Source: an optimization exercise on an open RTL-to-GDS flow (aim: small area and few clock cycles per item). Production flows keep margins and buffers that such runs may drop. The RTL was checked by simulation tests, not by an equivalence proof against the original design.

## flow/design.v

```verilog
package nhc_pkg;
	localparam int unsigned NOTE_W    = 7;
	localparam int unsigned CHAN_W    = 8;
	localparam int unsigned SEG_W     = 8;
	localparam int unsigned HUE_W     = 9;
	localparam int unsigned REM_W     = 6;
	localparam int unsigned SPAN_W    = 6;
	localparam int unsigned NUM_W     = 18;
	localparam int unsigned QUOT_W    = 9;
	localparam int unsigned VS_W      = 16;
	localparam int unsigned CNUM_W    = 22;
	localparam int unsigned RECIP_W   = 23;
	localparam int unsigned PROD_W    = CNUM_W + RECIP_W;
	localparam logic [HUE_W-1:0]  HUE_SHIFT   = 9'd120;
	localparam logic [HUE_W-1:0]  FULL_TURN   = 9'd360;
	localparam logic [HUE_W-1:0]  SECTOR_SPAN = 9'd60;
	localparam logic [13:0]       CHANNEL_DIV = 14'd15300;
	localparam logic [RECIP_W-1:0] RECIP       = 23'd4491470;
	localparam int unsigned        RECIP_SHIFT = 36;
	localparam logic [SEG_W-1:0] SEG_RESET = 8'd12;
	localparam logic REG_SEGMENT_COUNT = 1'b0;
	typedef enum logic [2:0] {
		SEC_RED_GUP,
		SEC_GRN_RDN,
		SEC_GRN_BUP,
		SEC_BLU_GDN,
		SEC_BLU_RUP,
		SEC_RED_BDN
	} nhc_sector_t;
	typedef struct packed {
		logic ld_s6;
		logic ld_s7;
	} nhc_ctl_t;
endpackage
module nhc_channel (
	input  logic                          clk,
	input  nhc_pkg::nhc_ctl_t             ctl,
	input  logic [nhc_pkg::CNUM_W-1:0]    vk,
	input  logic [nhc_pkg::VS_W-1:0]      vs,
	input  logic [nhc_pkg::SPAN_W-1:0]    j,
	output logic [nhc_pkg::CHAN_W-1:0]    value
);
	logic [nhc_pkg::CNUM_W-1:0] vsj;
	logic [nhc_pkg::CNUM_W-1:0] num_s6;
	logic [nhc_pkg::PROD_W-1:0] prod;
	logic [nhc_pkg::CHAN_W-1:0] value_s7;
	assign vsj = nhc_pkg::CNUM_W'(vs) * nhc_pkg::CNUM_W'(j);
	assign prod = nhc_pkg::PROD_W'(num_s6) * nhc_pkg::PROD_W'(nhc_pkg::RECIP);
	always_ff @(posedge clk) begin
		if (ctl.ld_s6) begin
			num_s6 <= vk - vsj;
		end
		if (ctl.ld_s7) begin
			value_s7 <= prod[nhc_pkg::RECIP_SHIFT +: nhc_pkg::CHAN_W];
		end
	end
	assign value = value_s7;
endmodule
module note_hue_to_rgb_colour (
	input  logic                          clk,
	input  logic                          arst_n,
	input  logic                          psel,
	input  logic                          penable,
	input  logic                          pwrite,
	input  logic [2:0]                    paddr,
	input  logic [31:0]                   pwdata,
	output logic [31:0]                   prdata,
	output logic                          pready,
	input  logic                          note_valid,
	output logic                          note_ready,
	input  logic [nhc_pkg::NOTE_W-1:0]    note_number,
	input  logic [nhc_pkg::CHAN_W-1:0]    saturation,
	input  logic [nhc_pkg::CHAN_W-1:0]    brightness,
	input  logic [nhc_pkg::CHAN_W-1:0]    opacity,
	output logic                          rgb_valid,
	input  logic                          rgb_ready,
	output logic [nhc_pkg::CHAN_W-1:0]    red,
	output logic [nhc_pkg::CHAN_W-1:0]    green,
	output logic [nhc_pkg::CHAN_W-1:0]    blue,
	output logic [nhc_pkg::CHAN_W-1:0]    alpha_out
);
	localparam int unsigned NW = nhc_pkg::NOTE_W;
	localparam int unsigned SW = nhc_pkg::SEG_W;
	localparam int unsigned CW = nhc_pkg::CHAN_W;
	localparam int unsigned HW = nhc_pkg::HUE_W;
	localparam int unsigned QW = nhc_pkg::QUOT_W;
	localparam int unsigned UW = nhc_pkg::NUM_W;
	localparam int unsigned KW = nhc_pkg::CNUM_W;
	localparam int unsigned JW = nhc_pkg::SPAN_W;
	localparam int unsigned VW = nhc_pkg::VS_W;
	localparam int unsigned HI_STEPS = 5;
	localparam int unsigned LO_STEPS = QW - HI_STEPS;
	logic [SW-1:0] seg_q;
	logic [SW-1:0] seg_eff;
	logic          cfg_wr;
	logic vld_s1, vld_s2, vld_s3, vld_s4, vld_s5, vld_s6, vld_s7;
	logic ld1, ld2, ld3, ld4, ld5, ld6, ld7;
	logic [SW-1:0]   r_s1;
	logic [VW-1:0]   vs_s1, vs_s2, vs_s3, vs_s4, vs_s5;
	logic [CW-1:0]   v_s1;
	logic [CW-1:0]   a_s1, a_s2, a_s3, a_s4, a_s5, a_s6, a_s7;
	logic [KW-1:0]   vk_s2, vk_s3, vk_s4, vk_s5;
	logic [UW-1:0]   num_s2;
	logic [QW-1:0]   rem_s3;
	logic [HI_STEPS-1:0] qh_s3;
	logic [LO_STEPS-1:0] lo_s3;
	logic [QW-1:0]   base_s4;
	logic [JW-1:0]   jr_s5, jg_s5, jb_s5;
	logic [SW-1:0]   mod_c;
	logic [UW-1:0]   num_c;
	logic [QW-1:0]   rem_hi_c;
	logic [HI_STEPS-1:0] qh_c;
	logic [LO_STEPS-1:0] ql_c;
	logic [HW:0]     sum_c;
	logic [HW-1:0]   hue_c;
	logic [HW-1:0]   off_c;
	logic [JW-1:0]   hrem_c;
	logic [JW-1:0]   span_c;
	logic [JW-1:0]   jr_c, jg_c, jb_c;
	nhc_pkg::nhc_sector_t sector_c;
	nhc_pkg::nhc_ctl_t    ctl;
	assign pready  = 1'b1;
	assign cfg_wr  = psel && penable && pwrite && pready
		&& (paddr[2] == nhc_pkg::REG_SEGMENT_COUNT);
	assign seg_eff = (seg_q == '0) ? SW'(1) : seg_q;
	always_ff @(posedge clk or negedge arst_n) begin
		if (!arst_n) begin
			seg_q <= nhc_pkg::SEG_RESET;
		end else if (cfg_wr) begin
			seg_q <= pwdata[SW-1:0];
		end
	end
	always_comb begin
		prdata = '0;
		if (paddr[2] == nhc_pkg::REG_SEGMENT_COUNT) begin
			prdata = {{(32-SW){1'b0}}, seg_q};
		end
	end
	assign ld7 = !vld_s7 || rgb_ready;
	assign ld6 = !vld_s6 || ld7;
	assign ld5 = !vld_s5 || ld6;
	assign ld4 = !vld_s4 || ld5;
	assign ld3 = !vld_s3 || ld4;
	assign ld2 = !vld_s2 || ld3;
	assign ld1 = !vld_s1 || ld2;
	assign note_ready = ld1;
	assign rgb_valid  = vld_s7;
	always_ff @(posedge clk or negedge arst_n) begin
		if (!arst_n) begin
			vld_s1 <= 1'b0;
			vld_s2 <= 1'b0;
			vld_s3 <= 1'b0;
			vld_s4 <= 1'b0;
			vld_s5 <= 1'b0;
			vld_s6 <= 1'b0;
			vld_s7 <= 1'b0;
		end else begin
			if (ld1) vld_s1 <= note_valid;
			if (ld2) vld_s2 <= vld_s1;
			if (ld3) vld_s3 <= vld_s2;
			if (ld4) vld_s4 <= vld_s3;
			if (ld5) vld_s5 <= vld_s4;
			if (ld6) vld_s6 <= vld_s5;
			if (ld7) vld_s7 <= vld_s6;
		end
	end
	always_comb begin
		logic [SW:0] t;
		logic [SW:0] acc;
		acc = '0;
		for (int i = NW - 1; i >= 0; i--) begin
			t = {acc[SW-1:0], note_number[i]};
			if (t >= {1'b0, seg_eff}) begin
				acc = t - {1'b0, seg_eff};
			end else begin
				acc = t;
			end
		end
		mod_c = acc[SW-1:0];
	end
	assign num_c = UW'(r_s1) * UW'({nhc_pkg::FULL_TURN, 1'b0}) + UW'(seg_eff);
	always_comb begin
		logic [QW:0] t;
		logic [QW-1:0] acc;
		acc  = num_s2[UW-1 -: QW];
		qh_c = '0;
		for (int i = 0; i < HI_STEPS; i++) begin
			t = {acc, num_s2[QW-1-i]};
			if (t >= {1'b0, seg_eff, 1'b0}) begin
				t = t - {1'b0, seg_eff, 1'b0};
				qh_c[HI_STEPS-1-i] = 1'b1;
			end
			acc = t[QW-1:0];
		end
		rem_hi_c = acc;
	end
	always_comb begin
		logic [QW:0] t;
		logic [QW-1:0] acc;
		acc  = rem_s3;
		ql_c = '0;
		for (int i = 0; i < LO_STEPS; i++) begin
			t = {acc, lo_s3[LO_STEPS-1-i]};
			if (t >= {1'b0, seg_eff, 1'b0}) begin
				t = t - {1'b0, seg_eff, 1'b0};
				ql_c[LO_STEPS-1-i] = 1'b1;
			end
			acc = t[QW-1:0];
		end
	end
	always_comb begin
		sum_c = {1'b0, base_s4} + {1'b0, nhc_pkg::HUE_SHIFT};
		if (sum_c >= {1'b0, nhc_pkg::FULL_TURN}) begin
			sum_c = sum_c - {1'b0, nhc_pkg::FULL_TURN};
		end
		hue_c = sum_c[HW-1:0];
		if (hue_c < nhc_pkg::SECTOR_SPAN) begin
			sector_c = nhc_pkg::SEC_RED_GUP;
			off_c    = '0;
		end else if (hue_c < HW'(2 * nhc_pkg::SECTOR_SPAN)) begin
			sector_c = nhc_pkg::SEC_GRN_RDN;
			off_c    = nhc_pkg::SECTOR_SPAN;
		end else if (hue_c < HW'(3 * nhc_pkg::SECTOR_SPAN)) begin
			sector_c = nhc_pkg::SEC_GRN_BUP;
			off_c    = HW'(2 * nhc_pkg::SECTOR_SPAN);
		end else if (hue_c < HW'(4 * nhc_pkg::SECTOR_SPAN)) begin
			sector_c = nhc_pkg::SEC_BLU_GDN;
			off_c    = HW'(3 * nhc_pkg::SECTOR_SPAN);
		end else if (hue_c < HW'(5 * nhc_pkg::SECTOR_SPAN)) begin
			sector_c = nhc_pkg::SEC_BLU_RUP;
			off_c    = HW'(4 * nhc_pkg::SECTOR_SPAN);
		end else begin
			sector_c = nhc_pkg::SEC_RED_BDN;
			off_c    = HW'(5 * nhc_pkg::SECTOR_SPAN);
		end
	end
	assign hrem_c = JW'(hue_c - off_c);
	assign span_c = nhc_pkg::SECTOR_SPAN[JW-1:0];
	always_comb begin
		unique case (sector_c)
			nhc_pkg::SEC_RED_GUP: begin
				jr_c = '0;
				jg_c = span_c - hrem_c;
				jb_c = span_c;
			end
			nhc_pkg::SEC_GRN_RDN: begin
				jr_c = hrem_c;
				jg_c = '0;
				jb_c = span_c;
			end
			nhc_pkg::SEC_GRN_BUP: begin
				jr_c = span_c;
				jg_c = '0;
				jb_c = span_c - hrem_c;
			end
			nhc_pkg::SEC_BLU_GDN: begin
				jr_c = span_c;
				jg_c = hrem_c;
				jb_c = '0;
			end
			nhc_pkg::SEC_BLU_RUP: begin
				jr_c = span_c - hrem_c;
				jg_c = span_c;
				jb_c = '0;
			end
			nhc_pkg::SEC_RED_BDN: begin
				jr_c = '0;
				jg_c = span_c;
				jb_c = hrem_c;
			end
			default: begin
				jr_c = '0;
				jg_c = '0;
				jb_c = '0;
			end
		endcase
	end
	always_ff @(posedge clk) begin
		if (ld1) begin
			r_s1  <= mod_c;
			vs_s1 <= VW'(saturation) * VW'(brightness);
			v_s1  <= brightness;
			a_s1  <= opacity;
		end
		if (ld2) begin
			num_s2 <= num_c;
			vk_s2  <= KW'(v_s1) * KW'(nhc_pkg::CHANNEL_DIV);
			vs_s2  <= vs_s1;
			a_s2   <= a_s1;
		end
		if (ld3) begin
			rem_s3 <= rem_hi_c;
			qh_s3  <= qh_c;
			lo_s3  <= num_s2[LO_STEPS-1:0];
			vk_s3  <= vk_s2;
			vs_s3  <= vs_s2;
			a_s3   <= a_s2;
		end
		if (ld4) begin
			base_s4 <= {qh_s3, ql_c};
			vk_s4   <= vk_s3;
			vs_s4   <= vs_s3;
			a_s4    <= a_s3;
		end
		if (ld5) begin
			jr_s5 <= jr_c;
			jg_s5 <= jg_c;
			jb_s5 <= jb_c;
			vk_s5 <= vk_s4;
			vs_s5 <= vs_s4;
			a_s5  <= a_s4;
		end
		if (ld6) begin
			a_s6 <= a_s5;
		end
		if (ld7) begin
			a_s7 <= a_s6;
		end
	end
	assign ctl.ld_s6 = ld6;
	assign ctl.ld_s7 = ld7;
	nhc_channel u_red (
		.clk   (clk),
		.ctl   (ctl),
		.vk    (vk_s5),
		.vs    (vs_s5),
		.j     (jr_s5),
		.value (red)
	);
	nhc_channel u_green (
		.clk   (clk),
		.ctl   (ctl),
		.vk    (vk_s5),
		.vs    (vs_s5),
		.j     (jg_s5),
		.value (green)
	);
	nhc_channel u_blue (
		.clk   (clk),
		.ctl   (ctl),
		.vk    (vk_s5),
		.vs    (vs_s5),
		.j     (jb_s5),
		.value (blue)
	);
	assign alpha_out = a_s7;
endmodule
```

## flow/run.sh

```bash
#!/bin/bash
# synth_recipe.tcl (not shown) runs the flow's synth.tcl, then flattens the netlist and writes it again
# the make line also repeats each setting of config.mk as NAME=value (left out here)
make -C /OpenROAD-flow-scripts/flow DESIGN_CONFIG=/design/flow/config.mk WORK_HOME=/design/flow/orfs CLKGATE_MAP_FILE= SYNTH_SCRIPT=/design/flow/synth_recipe.tcl finish
```

## flow/config.mk

```make
export PLATFORM = sky130hd
export DESIGN_NAME = note_hue_to_rgb_colour
export DESIGN_NICKNAME = note_hue_to_rgb_colour
export VERILOG_FILES = /design/flow/design.v
export SDC_FILE = /design/flow/constraint.sdc
export NUM_CORES = 4
export LEC_CHECK = 0
export CAP_MARGIN = 20
export CORE_MARGIN = 2
export CORE_UTILIZATION = 40
export SLEW_MARGIN = 20
```

## flow/constraint.sdc

```tcl
create_clock -name core_clock -period 17.0 [get_ports {clk}]
set_input_delay 3.4000 -clock core_clock [delete_from_list [all_inputs] [get_ports {clk}]]
set_output_delay 3.4000 -clock core_clock [all_outputs]
set_load 0.01 [all_outputs]
```

==> summary.txt <==
[area by class of cell]
cell class	count	area, um2
flip-flops and latches	400	11900
multi-input cells	3445	36600
clock inverters	26	279
fillers	12500	73700
clock buffers	57	1190
well taps	1755	2200
repair buffers	151	1370
inverters	1069	4010
[sequential cells by signal, summed over array words and instances (netlist names), 18 cells and up]
register	cells
vk_s5	20
num_s2	18
vk_s4	20
u_green.num_s6	22
vk_s2	20
vk_s3	20
u_blue.num_s6	22
u_red.num_s6	22
[metrics by stage]
stage | setup WS [ns] | cell area (um2)
3_5_place_dp | -0.283 | 56000
3_3_place_gp | -0.119 | 56000
2_1_floorplan | 1.02 | 52900
5_1_grt | -0.0177 | 57600
6_report | 0.760 | 57600
4_1_cts | 0.347 | 57500
[layer usage]
metal | vias up | routed length, um | global-route usage (%)
li1 | 16700 | - | -
met1 | 16700 | 52100 | 23.0
met2 | 444 | 52400 | 28.7
met3 | 117 | 3330 | 1.78
met4 | 0 | 2110 | 3.51
met5 | - | 0 | 0
[repair_timing]
item | 4_1_cts | 5_1_grt
setup buffers | 0 | 1
hold buffers | 0 | 0
endpoints found under the setup margin | 0 | 8
resized for setup | 0 | 12
[synthesized netlist by cell type (70+ instances only)]
cell,instances
inv_1,1067
mux2_2,70
nor2_1,145
xnor2_1,154
a21oi_1,166
a21o_1,88
fa_1,650
ha_1,951
o21ai_0,114
nand2_1,314
and2_1,154
edfxtp_1,385
[logic make-up after synthesis]
| group | count (synthesis) |
|---|---|
| xor gates and xnor gates | 208 |
| adders and majority gates | 1601 |
| DFF | 400 |
| other | 2 |
| AOI/OAI and AO/OA | 596 |
| muxes | 93 |
| and+or+nand+nor | 922 |
| buffers and inverters | 1164 |
[final timing paths]
check	depth (start not counted)	slack, ns	end	start
max	58	0.76	r_s1[7]	note_number[6]
min	0	0.41	vk_s5[7]	vk_s4[7]
max reg2reg	60	2.53	r_s1[7]	seg_q[5]
min reg2reg	0	0.41	vk_s5[7]	vk_s4[7]
max in group asynchronous	1	13.15	vld_s3	arst_n
min in group asynchronous	1	3.28	seg_q[0]	arst_n
[critical path, delay by kind of cell]
family,cells,cell delay (ns)
fa+ha+maj,8,2.15
simple gates,9,1.95
mux,8,2.29
compound gates,23,5.14
buf+inv,10,1.68
==> impl_metrics.tcl <==
set metrics [dict create \
    required_ns 17.37 \
    worst_path_max_delay_cell "a2111oi_0" \
    finalSetupViolations 0 \
    clock_path_buffers 3 \
    syn_inst 4986 \
    mostFrequentLayoutCell "inv_1" \
    fin_crit_ns 16.24 \
    start_util_pct 40.2 \
    synth-main-ff-cell "edfxtp_1" \
    synth_top_area_share_pct 24.6 \
    status "no timing/DRC/antenna violations" \
    clkSlewWorstSetupHoldPaths_ns 0.06 \
    worstSetupStartpointType "input pin" \
    drtAntennaViolNets 0 \
    drt-pass1-iter-count 5 \
    antenna_cells 0 \
    dieWidth_um 367 \
    antenna_found_initial 1 \
    drive_gt1_share_pct 5.24 \
    vias_per_cell 4.93 \
    drcViolationCount 0 \
    gp_congestion 0.864 \
    cpMostUsedCell "ha_1" \
    final_cell_mix "inv_1, ha_1, fa_1" \
    finClkSkew_ns 0.0256 \
    final-max-slew-violation-count 0 \
    cts_tree "done" \
    synthSimpleGateAreaFrac_pct 8.82 \
    cp-end-kind "register" \
    synthXorXnorAreaFrac_pct 3.45 \
    yosysWarnings 2 \
    portBuffers 88 \
    synth_compound_area_share_pct 7.49 \
    synth_edf_count 385 \
    crit_path_max_incr_delay_ns 0.44 \
    synth_area_per_cell_um2 10.6 \
    globalRouteTotalUtil_pct 16.8 \
    core_um2 131000 \
    hold_violations 0 \
    fin_crit_sh_pct 95.5 \
    ys_seq_elements 400 \
    max_freq_ghz 0.0616 \
    grt_pass1_vias 36300 \
    wire_per_inst_um 15.9 \
    nets 6787 \
    grt_overflow 0 \
    grt_pass1_wl_um 185000 \
    vias 34000 \
    clock_latency_ns 0.63 \
    synthTopCellsByArea "fa_1, ha_1, edfxtp_1" \
    cts.sinks 400 \
    drt_iter0_drc 1537 \
    dieArea_um2 135000 \
    io_pins 140 \
    yosysSeqAreaShare_pct 22.6 \
    fin_tns_setup_ns 0 \
    synth_top_family_by_area "adder cells" \
    path_max_fanout 9 \
    synth_top_cell_by_area "fa_1" \
    wl_um 110000 \
    relSlewSlack_pct 28.7 \
    stdcell_count 6903 \
    hp-class "register to register" \
    dp.cells 6819 \
    post-route-util_pct 43.9 \
    ys_types 93 \
    cts-root-buf "clkbuf_16" \
    worstMarginPinSlew_ns 1.07 \
    synth_fa_ha_area_share_pct 47.2 \
    dp.final_hpwl_um 90000 \
    whs_ns 0.412 \
    syn_area_um2 52800 \
    synthArstFlopShare_pct 3.75 \
    syn_to_final_growth_pct 8.99 \
    critical_path_class "input pin to register" \
    synthMuxAreaShare_pct 1.98 \
    grt_max_degree 74 \
    rows 133 \
    htreeDepth 2 \
    cts_inserted_buffers 46 \
    die_h_um 367 \
    drv_cap 0 \
    cp_data_arrival_time_ns 16.61 \
]
Testbench counts, summed over its fixed seeds: cycles 16,496, items 16,384.

afterwards: timing with drivers on the ports:
How much do the figures lean on ideal ports? The routed layout below was timed once more, with nothing changed but the port constraints.
Step 1: set_driving_cell puts a clkbuf_16 on clk and a buf_2 on each other input, an assumption about the parent block.
Step 2 times the ports against the registers' clock, not the clock port: input delays grow and output delays shrink by t, the midpoint of the rising clock arrivals with the driver on.
a / b / c = ideal ports / drivers / drivers and shift; a / b = the first two.
t (ns): 0.692
setup slack, ns: 0.760 / 0.800 / 0.108
worst setup path at the end: input to register
worst data-port slew with drivers (ns): 0.04
cell pins on the clock port's net: 1
After both steps this run still meets setup and hold. The setup slack of this run moves by +0.040 ns with the drivers and by -0.652 ns with both steps.
